This design comes from an exercise in tuning for a short achievable clock period and few clock cycles on the open sky130 flow, not from production work.
Where RTL was checked, it was by simulation tests only, not by an equivalence proof against the original.
Power figures rest on the tool's default switching activity, not on a simulated workload.

==> module cqt_nand4, before the edit <==
module cqt_nand4 (input logic a, input logic b, input logic c, input logic d, output logic y);
assign y = ~(a & b & c & d);
endmodule
==> module cqt_walker, before the edit <==
module cqt_walker (
    input  logic       cqt_start,
    input  logic       bin,
    input  logic       bin_vld,
    input  logic       cu_done,
    input  logic       qreq,       
    input  logic       qcu,        
    input  logic       qdone,      
    input  logic       b1req,      
    input  logic       b1cu,       
    input  logic       b0cu,       
    input  logic       e_req_n,    
    input  logic       e_cu_n,
    input  logic       e_done_n,
    input  logic [2:0] sz_n_n,     
    output logic       dec_run,
    output logic       ctx_addr_vld,
    output logic       cu_start,
    output logic [2:0] cu_log2_size,
    output logic       cqt_done
);
logic r_start, r_cu, r_bin, c_cu, c_bin1, c_bin0, d_cu, s_bin;
cqt_nand2 i_r_start (.a(cqt_start), .b(qreq), .y(r_start));
cqt_nand2 i_r_cu    (.a(cu_done), .b(qreq), .y(r_cu));
cqt_nand3 i_r_bin   (.a(bin_vld), .b(bin), .c(b1req), .y(r_bin));
cqt_nand4 i_r_out   (.a(r_start), .b(r_cu), .c(r_bin), .d(e_req_n), .y(dec_run));
assign ctx_addr_vld = dec_run;
cqt_nand2  i_c_cu   (.a(cu_done), .b(qcu), .y(c_cu));
cqt_nand3  i_c_bin1 (.a(bin_vld), .b(bin), .c(b1cu), .y(c_bin1));
cqt_nand3b i_c_bin0 (.a_n(bin), .b(bin_vld), .c(b0cu), .y(c_bin0));
cqt_nand4  i_c_out  (.a(c_cu), .b(c_bin1), .c(c_bin0), .d(e_cu_n), .y(cu_start));
cqt_nand2 i_d_cu  (.a(cu_done), .b(qdone), .y(d_cu));
cqt_nand2 i_d_out (.a(d_cu), .b(e_done_n), .y(cqt_done));
cqt_nand2 i_s_bin (.a(bin), .b(b1cu), .y(s_bin));
cqt_a21oi i_s2    (.a1(bin), .a2(b1cu), .b1(sz_n_n[2]), .y(cu_log2_size[2]));
cqt_nand2 i_s1    (.a(s_bin), .b(sz_n_n[1]), .y(cu_log2_size[1]));
cqt_nand2 i_s0    (.a(s_bin), .b(sz_n_n[0]), .y(cu_log2_size[0]));
endmodule
export LEC_CHECK = 0
export ABC_CLOCK_PERIOD_IN_PS = 2500
export CAP_MARGIN = 20
export CORE_MARGIN = 2
export CORE_UTILIZATION = 40
export SETUP_SLACK_MARGIN = 4.0
export SLEW_MARGIN = 20
export SYNTH_HIERARCHICAL = 1
export SYNTH_MINIMUM_KEEP_SIZE = 0
export TNS_END_PERCENT = 100
create_clock -name core_clock -period 6.0 [get_ports {clk}]
run.sh (not shown) runs the stock make flow with config.mk's settings and CLKGATE_MAP_FILE= SYNTH_SCRIPT=/design/flow/synth_recipe.tcl, a recipe that flattens the netlist after the stock synthesis.
Testbench counts at the start, summed over its fixed seeds: cycles 8,561.
Then changed:
--- a/flow/design.v
+++ b/flow/design.v
@@ -29,9 +29,6 @@
 module cqt_nand3b (input logic a_n, input logic b, input logic c, output logic y);
 assign y = ~(~a_n & b & c);
 endmodule
-module cqt_nand4 (input logic a, input logic b, input logic c, input logic d, output logic y);
-assign y = ~(a & b & c & d);
-endmodule
 module cqt_a21oi (input logic a1, input logic a2, input logic b1, output logic y);
 assign y = ~((a1 & a2) | b1);
 endmodule
@@ -58,14 +55,14 @@
 );
 logic r_start, r_cu, r_bin, c_cu, c_bin1, c_bin0, d_cu, s_bin;
 cqt_nand2 i_r_start (.a(cqt_start), .b(qreq), .y(r_start));
-cqt_nand2 i_r_cu    (.a(cu_done), .b(qreq), .y(r_cu));
+cqt_a21oi i_r_cu    (.a1(cu_done), .a2(qreq), .b1(~e_req_n), .y(r_cu));
 cqt_nand3 i_r_bin   (.a(bin_vld), .b(bin), .c(b1req), .y(r_bin));
-cqt_nand4 i_r_out   (.a(r_start), .b(r_cu), .c(r_bin), .d(e_req_n), .y(dec_run));
+cqt_nand3 i_r_out   (.a(r_start), .b(r_cu), .c(r_bin), .y(dec_run));
 assign ctx_addr_vld = dec_run;
-cqt_nand2  i_c_cu   (.a(cu_done), .b(qcu), .y(c_cu));
+cqt_a21oi  i_c_cu   (.a1(cu_done), .a2(qcu), .b1(~e_cu_n), .y(c_cu));
 cqt_nand3  i_c_bin1 (.a(bin_vld), .b(bin), .c(b1cu), .y(c_bin1));
 cqt_nand3b i_c_bin0 (.a_n(bin), .b(bin_vld), .c(b0cu), .y(c_bin0));
-cqt_nand4  i_c_out  (.a(c_cu), .b(c_bin1), .c(c_bin0), .d(e_cu_n), .y(cu_start));
+cqt_nand3  i_c_out  (.a(c_cu), .b(c_bin1), .c(c_bin0), .y(cu_start));
 cqt_nand2 i_d_cu  (.a(cu_done), .b(qdone), .y(d_cu));
 cqt_nand2 i_d_out (.a(d_cu), .b(e_done_n), .y(cqt_done));
 cqt_nand2 i_s_bin (.a(bin), .b(b1cu), .y(s_bin));
Effect: The changed run finished clean; global-route usage is about the same; setup slack gets worse by 0.024 ns; cell area came out higher by 1.2%; total power went up by 1.2%; first-iteration DRC count went up by 1.9%; routed wire length increases by 0.86%; count of clock-buffer cells in the layout decreases by 5; non-clock buffer count climbs by 44; core utilization went up by 0.54 points; clock skew barely changes.
No functional check of the RTL was part of the second run of this note.

---

trial 3:
Another version of the RTL of cqt_decoder (not shown whole).
Size in the first run: ~3300 cells after synthesis, ~1200 flip-flops, ~53000 µm² of cells after synthesis.
clock: 6.0 ns
lec_check: 0
abc_clock_period_in_ps: 2500
cap_margin: 20
core_margin: 2
core_utilization: 40
setup_slack_margin: 4.0
slew_margin: 20
synth_hierarchical: 1
synth_minimum_keep_size: 0
tns_end_percent: 100
Testbench counts of trial 3, summed over its fixed seeds: cycles 8,561.
Edits applied to the flow inputs when going from trial 3 to build 82:
--- a/flow/design.v
+++ b/flow/design.v
@@ -20,15 +20,12 @@
     } split_ctx_t;
 endpackage
 `timescale 1ns/1ps
 module cqt_nand2 (input logic a, input logic b, output logic y);
 assign y = ~(a & b);
 endmodule
-module cqt_and2 (input logic a, input logic b, output logic y);
-assign y = a & b;
-endmodule
 module cqt_nand3 (input logic a, input logic b, input logic c, output logic y);
 assign y = ~(a & b & c);
 endmodule
 module cqt_o211ai (input logic a1, input logic a2, input logic b1, input logic c1, output logic y);
 assign y = ~((a1 | a2) & b1 & c1);
 endmodule
@@ -58,13 +55,13 @@
 );
 logic r_start, r_cu, r_bin, c_cu, c_bin1, c_bin0, d_cu, s_bin;
 cqt_nand2 i_r_start (.a(cqt_start), .b(qreq), .y(r_start));
 cqt_a21oi i_r_cu    (.a1(cu_done), .a2(qreq), .b1(~e_req_n), .y(r_cu));
 cqt_nand3 i_r_bin   (.a(bin_vld), .b(bin), .c(b1req), .y(r_bin));
 cqt_nand3 i_r_out   (.a(r_start), .b(r_cu), .c(r_bin), .y(dec_run));
-cqt_nand3 i_v_out   (.a(r_start), .b(r_cu), .c(r_bin), .y(ctx_addr_vld));
+assign ctx_addr_vld = dec_run;
 cqt_a21oi  i_c_cu   (.a1(cu_done), .a2(qcu), .b1(~e_cu_n), .y(c_cu));
 cqt_nand3  i_c_bin1 (.a(bin_vld), .b(bin), .c(b1cu), .y(c_bin1));
 cqt_nand2  i_c_bin0 (.a(bin_vld), .b(b0cu), .y(c_bin0));
 cqt_o211ai i_c_out  (.a1(bin), .a2(c_bin0), .b1(c_cu), .c1(c_bin1), .y(cu_start));
 cqt_nand2 i_d_cu  (.a(cu_done), .b(qdone), .y(d_cu));
 cqt_nand2 i_d_out (.a(d_cu), .b(e_done_n), .y(cqt_done));
@@ -179,29 +176,24 @@
 always_comb
     for (int c = 0; c < 8; c++)
         above_next[c] = r_nsame ? above_d[c] : above_rd[2*c +: 2];
 wire [1:0] root_nl = r_ncx_nz ? left_d[0] : 2'd0;
 wire [1:0] root_na = r_ncy_nz ? above_next[0] : 2'd0;
 wire full_now = (ctb_x < pic_width[11:6]) && (ctb_y < pic_height[10:6]);
-logic c_start, c_bin, c_vld, c_done;
-cqt_and2 i_g_start (.a(cqt_start), .b(m_idle), .y(c_start));
-cqt_and2 i_g_bin   (.a(bin), .b(m_fwbin | m_swbin), .y(c_bin));
-cqt_and2 i_g_vld   (.a(bin_vld), .b(m_fwbin | m_swbin), .y(c_vld));
-cqt_and2 i_g_done  (.a(cu_done), .b(m_fwcu | m_swcu), .y(c_done));
-wire ev_qreq  = (c_start | c_done) & qreq;            
+wire ev_qreq  = (cqt_start | cu_done) & qreq;            
 wire ev_proot = m_pre & e_req;                           
-wire ev_bin0  = m_fwbin & c_vld & ~c_bin;                
-wire ev_bin1  = m_fwbin & c_vld & c_bin;                 
-wire ev_fcu   = c_done & qcu;                           
-wire ev_fdone = c_done & qdone;
+wire ev_bin0  = m_fwbin & bin_vld & ~bin;                
+wire ev_bin1  = m_fwbin & bin_vld & bin;                 
+wire ev_fcu   = cu_done & qcu;                           
+wire ev_fdone = cu_done & qdone;
 wire ev_sdone = m_snext & (d == 2'd0);
 wire ev_done  = ev_fdone | ev_sdone;
 wire s_cu_act = m_sact & ~c_out & (d == 2'd3);
-wire s_cu_bin = m_swbin & c_vld & ~c_bin;
+wire s_cu_bin = m_swbin & bin_vld & ~bin;
 wire       wr_en = ev_bin0 | (ev_bin1 & (d == 2'd2)) | ev_fcu | s_cu_act | s_cu_bin;
-wire       wr_8  = m_fwbin & c_bin;
+wire       wr_8  = m_fwbin & bin;
 wire [1:0] wr_v  = wr_8 ? 2'd3 : d;
 wire [2:0] mask_d = {d != 2'd0, d[1], d == 2'd3};
 logic [7:0] hit_row, hit_col;
 always_comb
     for (int u = 0; u < 8; u++) begin
         hit_row[u] = wr_8 ? (3'(u) == row_n) : (((3'(u) ^ row_n) & mask_d) == 3'd0);
@@ -343,13 +335,13 @@
         qdone   <= 1'b0;
         newpic  <= r_nnew;
         e_done  <= ev_sdone;
         wr_pend <= 1'b1;
         for (int c = 0; c < 8; c++) wr_data[2*c +: 2] <= above_d[c];
     end else begin
-        if (m_idle && c_start) begin
+        if (m_idle && cqt_start) begin
             m_idle <= 1'b0;
             m_pre  <= 1'b1;
             e_req  <= full_now;
         end
         if (m_pre) begin
             m_pre   <= 1'b0;
@@ -375,24 +367,24 @@
                 szn_r   <= ~(3'd6 - {1'b0, d + 2'd1});
             end else begin
                 m_swbin <= 1'b1;
                 e_req   <= 1'b1;
             end
         end
-        if (m_swbin && c_vld) begin
+        if (m_swbin && bin_vld) begin
             m_swbin <= 1'b0;
-            if (c_bin) begin
+            if (bin) begin
                 m_scalc <= 1'b1;
                 d       <= d + 2'd1;
                 szn_r   <= ~(3'd6 - {1'b0, d + 2'd1});
             end else begin
                 m_swcu <= 1'b1;
                 e_cu   <= 1'b1;
             end
         end
-        if (m_swcu && c_done) begin
+        if (m_swcu && cu_done) begin
             m_swcu  <= 1'b0;
             m_snext <= 1'b1;
         end
         if (m_snext) begin
             case (d)
                 2'd1:    i1 <= i1 + 2'd1;
--- outcome ---
Build 82 packs its core more loosely than trial 3. Worst-case headroom to the max-slew limit: build 82 < trial 3. Build 82 -> trial 3: register-to-register slack flat. Against trial 3 as the reference, build 82 delivers a lower clock group share of total power. Diff trial 3 -> build 82: cell count lost 51, share of the cycle needed by the critical path after routing neither gained nor lost much, via count essentially unchanged, register area share after synthesis stayed essentially flat. Build 82 against trial 3: post-synthesis instance area flat; number of distinct library cell variants in the gate-level netlist after synthesis down 1; worst setup slack flat; max-capacitance violation count flat. Compared with trial 3, in build 82 cell count after synthesis fell 17; synthesized area per cell rose about 0.3%.
Testbench counts of build 82, summed over its fixed seeds: cycles 8,561.

[static timing again, ports no longer ideal]
How much do the figures lean on ideal ports? The routed layouts below were timed once more, with nothing changed but the port constraints. Step 1 (the two cells are an assumption about what drives the block):
set clk [get_ports {clk}]
set_driving_cell -lib_cell sky130_fd_sc_hd__clkbuf_16 $clk
set_driving_cell -lib_cell sky130_fd_sc_hd__buf_2 [delete_from_list [all_inputs] $clk]
Step 2 adds t to the input delays and takes it off the output delays; t is the mean of the earliest and latest rising clock arrival at the registers after step 1. Input paths then give back, and output paths get back, about the clock's delay inside the block. Three values: ideal, step 1, step 2; two values: the first two.
| run | t (ns) | setup slack, ns | slew at the worst register clock pin (ns) |
|---|---|---|---|
| the first run of note 1 | 0.812 | 3.144 / 3.090 / 2.856 | 0.06 / 0.06 |
| the second run of note 1 | 0.800 | 3.121 / 3.079 / 2.991 | 0.06 / 0.06 |
| trial 3 | 0.808 | 3.152 / 3.106 / 3.041 | 0.07 / 0.07 |
| build 82 | 0.810 | 3.151 / 3.086 / 3.086 | 0.06 / 0.06 |
After both steps every run listed still meets setup and hold. The setup slack of the first run of note 1, which loses most, moves by -0.054 ns with the drivers and by -0.288 ns with both steps.
